Context: an optimization exercise on an open-source flow, tuned for small area and a short achievable clock period. The choices shown serve that exercise and are no tape-out recipe.
In this exercise RTL edits were held to simulation tests only and were not proved equivalent to the original.
Power and IR drop assume default switching activity.

$ cat design/flow/run.sh
#!/bin/bash
# synth_recipe.tcl (not shown) runs the flow's synth.tcl, then flattens the netlist and writes it again
# the make line also repeats each setting of config.mk as NAME=value (left out here)
make -C /OpenROAD-flow-scripts/flow DESIGN_CONFIG=/design/flow/config.mk WORK_HOME=/design/flow/orfs CLKGATE_MAP_FILE= SYNTH_SCRIPT=/design/flow/synth_recipe.tcl finish
$ cat design/flow/constraint.sdc
create_clock -name core_clock -period 13.0 [get_ports {clk}]
set_input_delay 2.6000 -clock core_clock [delete_from_list [all_inputs] [get_ports {clk}]]
set_output_delay 2.6000 -clock core_clock [all_outputs]
set_load 0.01 [all_outputs]
$ cat design/flow/config.mk
export PLATFORM = sky130hd
export DESIGN_NAME = cache_top
export DESIGN_NICKNAME = cache_top
export VERILOG_FILES = /design/flow/design.v
export SDC_FILE = /design/flow/constraint.sdc
export NUM_CORES = 4
export LEC_CHECK = 0
export CAP_MARGIN = 20
export CORE_MARGIN = 2
export CORE_UTILIZATION = 30
export SETUP_SLACK_MARGIN = 0.2
export SLEW_MARGIN = 20
$ cat design/flow/design.v
`default_nettype none
package cache_pkg;
	typedef logic [64-1:0] cache_line_t;
endpackage
`default_nettype wire
`timescale 1ns/1ps
`default_nettype none
module cache_way
(
	input  logic                     clk,
	input  logic                     reset,
	input  logic [32-1:0] address,
	input  logic                     write_enable,
	input  cache_pkg::cache_line_t   write_data,
	output logic                     match,
	output logic                     halt_match,
	output logic                     valid,
	output cache_pkg::cache_line_t   line
);
	logic [3-1:0] index;
	logic [22-1:0]   addr_tag;
	logic [4-1:0]  addr_halt;
	logic [8-1:0]    valid_bits;
	logic [22-1:0]   tag_mem [8];
	logic [4-1:0]  halt_mem [8];
	cache_pkg::cache_line_t    line_mem [8];
	logic                      tag_equal;
	assign index     = address[3 +: 3];
	assign addr_tag  = address[10 +: 22];
	assign addr_halt = address[6 +: 4];
	always_ff @(posedge clk)
	begin
		if (reset)
		begin
			valid_bits <= '0;
		end
		else if (write_enable)
		begin
			valid_bits[index] <= 1'b1;
		end
	end
	always_ff @(posedge clk)
	begin
		if (write_enable)
		begin
			tag_mem[index]  <= addr_tag;
			halt_mem[index] <= addr_halt;
			line_mem[index] <= write_data;
		end
	end
	assign valid = valid_bits[index];
	assign halt_match = valid && (halt_mem[index] == addr_halt);
	always_comb
	begin
		tag_equal = 1'b0;
		if (halt_match)
		begin
			tag_equal = (tag_mem[index] == addr_tag);
		end
	end
	assign match = halt_match && tag_equal;
	assign line  = line_mem[index];
endmodule
`default_nettype wire
`timescale 1ns/1ps
`default_nettype none
module lru_replace
(
	input  logic                      clk,
	input  logic                      reset,
	input  logic [3-1:0] index,
	input  logic                      access,
	input  logic                      hit,
	input  logic [3-1:0]   hit_way,
	input  logic [8-1:0]    valid,
	output logic [3-1:0]   victim_way
);
	logic [8-1:0][8-1:0] lru_mat [8];
	logic [8-1:0][8-1:0] set_mat;
	logic [8-1:0][8-1:0] set_mat_next;
	logic [3-1:0] touched_way;
	logic [3-1:0] invalid_way;
	logic [3-1:0] lru_way;
	logic                    invalid_found;
	logic                    lru_found;
	assign set_mat = lru_mat[index];
	assign touched_way = hit ? hit_way : victim_way;
	always_comb
	begin
		set_mat_next = set_mat;
		set_mat_next[touched_way] = '1;
		for (int r = 0; r < 8; r++)
		begin
			set_mat_next[r][touched_way] = 1'b0;
		end
	end
	always_comb
	begin
		invalid_found = 1'b0;
		invalid_way   = '0;
		for (int w = 0; w < 8; w++)
		begin
			if (!invalid_found && !valid[w])
			begin
				invalid_found = 1'b1;
				invalid_way   = 3'(w);
			end
		end
	end
	always_comb
	begin
		lru_found = 1'b0;
		lru_way   = '0;
		for (int w = 0; w < 8; w++)
		begin
			if (!lru_found && (set_mat[w] == '0))
			begin
				lru_found = 1'b1;
				lru_way   = 3'(w);
			end
		end
	end
	assign victim_way = invalid_found ? invalid_way : lru_way;
	always_ff @(posedge clk)
	begin
		if (reset)
		begin
			for (int s = 0; s < 8; s++)
			begin
				lru_mat[s] <= '0;
			end
		end
		else if (access)
		begin
			lru_mat[index] <= set_mat_next;
		end
	end
endmodule
`default_nettype wire
`timescale 1ns/1ps
`default_nettype none
module hit_select
(
	input  logic [8-1:0]     match,
	input  logic [8-1:0]     halt_match,
	input  logic [8-1:0][64-1:0] lines,
	input  logic [3-1:0] offset,
	input  logic                       read_signal,
	input  logic                       write_signal,
	output logic                       hit,
	output logic                       read_hit,
	output logic                       write_hit,
	output logic                       halt_hit,
	output logic [3-1:0]    hit_way,
	output logic [8-1:0]   read_data
);
	cache_pkg::cache_line_t hit_line;
	logic        way_found;
	assign hit       = |match;
	assign halt_hit  = |halt_match;
	assign read_hit  = hit && read_signal;
	assign write_hit = hit && write_signal;
	always_comb
	begin
		way_found = 1'b0;
		hit_way   = '0;
		for (int w = 0; w < 8; w++)
		begin
			if (!way_found && match[w])
			begin
				way_found = 1'b1;
				hit_way   = 3'(w);
			end
		end
	end
	assign hit_line = lines[hit_way];
	always_comb
	begin
		read_data = '0;
		if (read_hit)
		begin
			read_data = hit_line[offset*8 +: 8];
		end
	end
endmodule
`default_nettype wire
`timescale 1ns/1ps
`default_nettype none
module cache_top
(
	input  logic                     clk,
	input  logic                     reset,
	input  logic [32-1:0] address,
	input  logic                     read_signal,
	input  logic                     write_signal,
	input  logic [64-1:0]  write_data,
	output logic                     hit,
	output logic                     read_hit,
	output logic                     write_hit,
	output logic                     halt_hit,
	output logic [8-1:0] read_data
);
	logic [8-1:0]  way_match;
	logic [8-1:0]  way_halt_match;
	logic [8-1:0]  way_valid;
	logic [8-1:0]  way_write;
	logic [8-1:0][64-1:0] way_lines;
	logic [3-1:0] hit_way;
	logic [3-1:0] victim_way;
	logic [3-1:0] write_way;
	logic                    access;
	logic                    store;
	assign access = read_signal || write_signal;
	assign store     = write_hit || (access && !hit);
	assign write_way = hit ? hit_way : victim_way;
	always_comb
	begin
		way_write = '0;
		if (store)
		begin
			way_write[write_way] = 1'b1;
		end
	end
	generate
		for (genvar w = 0; w < 8; w++)
		begin : g_way
			cache_way way_inst
			(
				.clk          (clk),
				.reset        (reset),
				.address      (address),
				.write_enable (way_write[w]),
				.write_data   (write_data),
				.match        (way_match[w]),
				.halt_match   (way_halt_match[w]),
				.valid        (way_valid[w]),
				.line         (way_lines[w])
			);
		end
	endgenerate
	hit_select hit_select_inst
	(
		.match        (way_match),
		.halt_match   (way_halt_match),
		.lines        (way_lines),
		.offset       (address[3-1:0]),
		.read_signal  (read_signal),
		.write_signal (write_signal),
		.hit          (hit),
		.read_hit     (read_hit),
		.write_hit    (write_hit),
		.halt_hit     (halt_hit),
		.hit_way      (hit_way),
		.read_data    (read_data)
	);
	lru_replace lru_replace_inst
	(
		.clk        (clk),
		.reset      (reset),
		.index      (address[3 +: 3]),
		.access     (access),
		.hit        (hit),
		.hit_way    (hit_way),
		.valid      (way_valid),
		.victim_way (victim_way)
	);
endmodule
`default_nettype wire
==> impl_metrics.ini <==
[setup_path]
critPathMaxStageDelay_ps = 760
endpoint_kind = output pin
critical-path-slowest-cell = nor4b_4
crit_path_cell_trace = buf_8 > nand2b_4 > buf_4 > o22ai_1 > o21a_1 > nor4_1 > nand4_1 > nor4b_4 > nor2_1 > o2111ai_2 > nand2_4 > buf_12 > or4_1 > nand3_1 > and3_1 > o21ai_0 > nor4b_4 > buf_4 > clkdlybuf4s50_1
critPathLaunchType = primary input
reg2reg_from = g_way[7].way_inst.valid_bits[5]
required_ps = 10400
critPathLaunch = address[3]
cp_max_fo = 58
worstSetupPathType = primary input to output pin
critPathArrivalTime_ps = 10240

[clock_tree]
insertion_delay_ps = 1180
cts.clk_slew.worst_paths_ps = 60
cts_hold_buf = 0
cts_buffer_depth = 4
htreeDepth = 6
cts_buffers = 600
root_buffer = clkbuf_16
cts_sinks = 6336
cts_tree = built

[power_and_ir_drop]
p_per_area_nw_per_um2 = 150
leakagePower_nw = 88.5
ir_drop_mv = 0.129

[global_routing]
grt_first_pass_wirelength_mm = 1200
grt_max_degree = 115
globalRouteOverflowTotal = 0
antenna_found_initial = 88
grt_usage_pct = 20.5
grt_pass1_vias = 142000

[synthesis]
yosys.area.top_type_share_pct = 76.8
synth-async-reset-ratio_pct = 0
synth-seq-cells = 6336
ys_seq_area_share_pct = 77.3
synth.area.top_cells = edfxtp_1, mux2_2, o22ai_1
synth_cell_type_count = 106
synth_area_sq_um = 245000
yosys_warnings = 4
syn-mean-instance-area_sq_um = 17.6
syn_inst = 14000
synth_edf_count = 6272
syn_nets = 14100
netlist.top_cell.by_area = edfxtp_1
yosys_most_used_dff = edfxtp_1

[placement]
hpwl_mm = 501
place_congestion = 0.898
pre_cts_ws_ps = -240
io_buffers = 111

[run]
max_cap_violations = 0

[timing]
maxClockFrequency_mhz = 77.9
skew_ps = 126
slew_headroom_pct = 15.7
rsz0062_at_grt = yes
finalMaxSlewViolations = 0
worst_slew_pin_slew_ps = 1250
final_hold_viol_count = 0
setup_viol = 0
fin_setup_tns_ps = 0
fin_hold_ws_ps = 466
fin_crit_ps = 12840
fin_crit_sh_pct = 98.8
fin_ws_ps = 162

[floorplan]
ioPinCount = 112
dieArea_sq_um = 825000
die_w_um = 908
fp.dieH_um = 908
start_util_pct = 30.1
core-area_sq_um = 816000
num_rows = 332

[detailed_routing]
wl_per_cell_um = 34.4
drt_iter0_drc = 28400
drt_pass1_iterations = 7
wl_mm = 887
ant_nets = 0
vias = 151000
vias_per_cell = 5.87
drc = 0

[min_path]
hp-start = g_way[7].way_inst.valid_bits[3]
hold_class = flip-flop to flip-flop

[finish]
areaGrowthSynthToFinish_pct = 15.6
final_core_util_pct = 34.7
num-nets-final = 14600
fillerInstances = 76400
drive_gt1_share_pct = 19.0

[outcome]
status = no timing/DRC/antenna violations
==> per-layer routing <==
layer / GRT usage (%) / up-vias / share of wire [%]
li1: - / 58400 / -
met1: 28.6 / 78800 / 38
met2: 30.4 / 12100 / 43
met3: 6.20 / 2002 / 15
met4: 7.37 / 46 / 4.3
met5: 0 / - / 0.035
==> layout by cell type (no fill, tap or decap), types with 31 or more instances in the layout <==
| cell | n |
|---|---|
| o221ai_1 | 474 |
| xor2_1 | 43 |
| mux2_2 | 683 |
| and3_1 | 31 |
| nor4_1 | 115 |
| a221oi_1 | 157 |
| nand2_1 | 248 |
| bufinv_16 | 33 |
| nor2_1 | 889 |
| a22o_1 | 61 |
| a21oi_1 | 308 |
| or3_1 | 31 |
| nor3_1 | 119 |
| a22oi_1 | 150 |
| or4_1 | 44 |
| dfxtp_1 | 64 |
| a211oi_1 | 67 |
| clkinv_1 | 151 |
| nor2_4 | 69 |
| mux4_2 | 292 |
| o22a_1 | 74 |
| buf_12 | 216 |
| o22ai_1 | 1116 |
| edfxtp_1 | 6272 |
| clkbuf_1 | 129 |
| a221o_1 | 84 |
| mux2i_1 | 480 |
| buf_4 | 565 |
| clkinv_2 | 76 |
| nand3_1 | 92 |
| xnor2_1 | 123 |
| o21ai_0 | 311 |
| buf_2 | 62 |
| o211ai_1 | 46 |
| clkbuf_16 | 615 |
==> sequential cells by signal (all words and copies together) (netlist names) <==
signal / flops
g_way.way_inst.valid_bits: 64
g_way.way_inst.tag_mem: 1408
g_way.way_inst.line_mem: 4096
lru_replace_inst.lru_mat: 512
g_way.way_inst.halt_mem: 256
==> area by class of cell <==
type                            instances  area (sq um)  share of cell area, %
Antenna cell                           17          42.5                 0.0150
Clock buffer                          749         15900                   5.62
Clock inverter                        321          2750                  0.970
Inverter                               30           141                 0.0498
Multi-Input combinational cell       6623         52400                   18.5
Sequential cell                      6336        190000                   66.9
Tap cell                            10900         13600                   4.79
Timing Repair Buffer                  867          9180                   3.24
==> worst max-delay path, delay by kind of cell <==
family          cells  cell delay, ps
compound gates      4            1020
simple gates       10            4390
buf+inv             5            1980
==> cells by family (layout without fill, tap and decap cells) <==
family	after synthesis	after routing	share of synthesized area (%)
AOI/OAI and AO/OA	3103	3103	8.88
xor gates and xnor gates	166	166	0.593
adders and majority gates	9	9	0.0459
buffers and inverters	993	1967	1.81
DFF	6336	6336	77.3
muxes	1460	1460	7.80
other	0	17	0
and+or+nand+nor	1884	1885	3.57
==> report_power, final <==
part,internal (W),switching (W)
Sequential,0.0226,0.0000390
Combinational,0.000740,0.00198
Clock,0.00938,0.00783
Total,0.0327,0.00985
==> repair_timing <==
action	in CTS	in global routing
cloned	1	0
gates resized for setup	12	26
endpoints found under the setup margin	6	8
setup buffers	0	8
pin swaps	0	6
==> stage by stage <==
| step | power, W | std cells | instance area [sq um] |
|---|---|---|---|
| after floorplan | 0.0244 | 14000 | 245000 |
| after global placement | 0.0257 | 24700 | 264000 |
| after detailed placement | 0.0257 | 24700 | 265000 |
| after CTS | 0.0426 | 25800 | 283000 |
| after global routing | 0.0435 | 25800 | 284000 |
| final | 0.0426 | 25800 | 284000 |
==> cell usage after synthesis (123+ instances only) <==
library cell,n
a21oi_1,311
a221oi_1,157
a22oi_1,150
buf_1,193
buf_2,186
clkbuf_1,499
edfxtp_1,6272
mux2_2,683
mux2i_1,484
mux4_2,292
nand2_1,268
nor2_1,961
o21ai_0,312
o221ai_1,474
o22ai_1,1116
xnor2_1,123
==> final timing paths <==
path / end / slack [ps] / depth (start not counted)
min reg2reg: g_way[7].way_inst.valid_bits[3] / 470 / 2
min: g_way[7].way_inst.valid_bits[3] / 470 / 2
max reg2reg: g_way[2].way_inst.tag_mem[3][15] / 4760 / 17
max: read_data[3] / 160 / 19

-- port drivers added, routing unchanged --
How much do the figures lean on ideal ports? The routed layout below was timed once more, with nothing changed but the port constraints.
Step 1 assumes that a clkbuf_16 drives the clock port and a buf_2 every other input.
Step 2 adds t to the input delays and takes it off the output delays; t is the mean of the earliest and latest rising clock arrival at the registers after step 1. Input paths then give back, and output paths get back, about the clock's delay inside the block.
a / b / c = no drivers / after step 1 / after step 2; a / b = the first two.
t (ns): 1.255
setup WS [ns]: 0.162 / 0.047 / 0.047
hold slack, ns: 0.466 / 0.466 / 0.466
worst setup path at the end: input to output
cell pins on the clock port's net: 1
After both steps this run still meets setup and hold. The setup slack of this run moves by -0.115 ns with the drivers and by -0.115 ns with both steps.
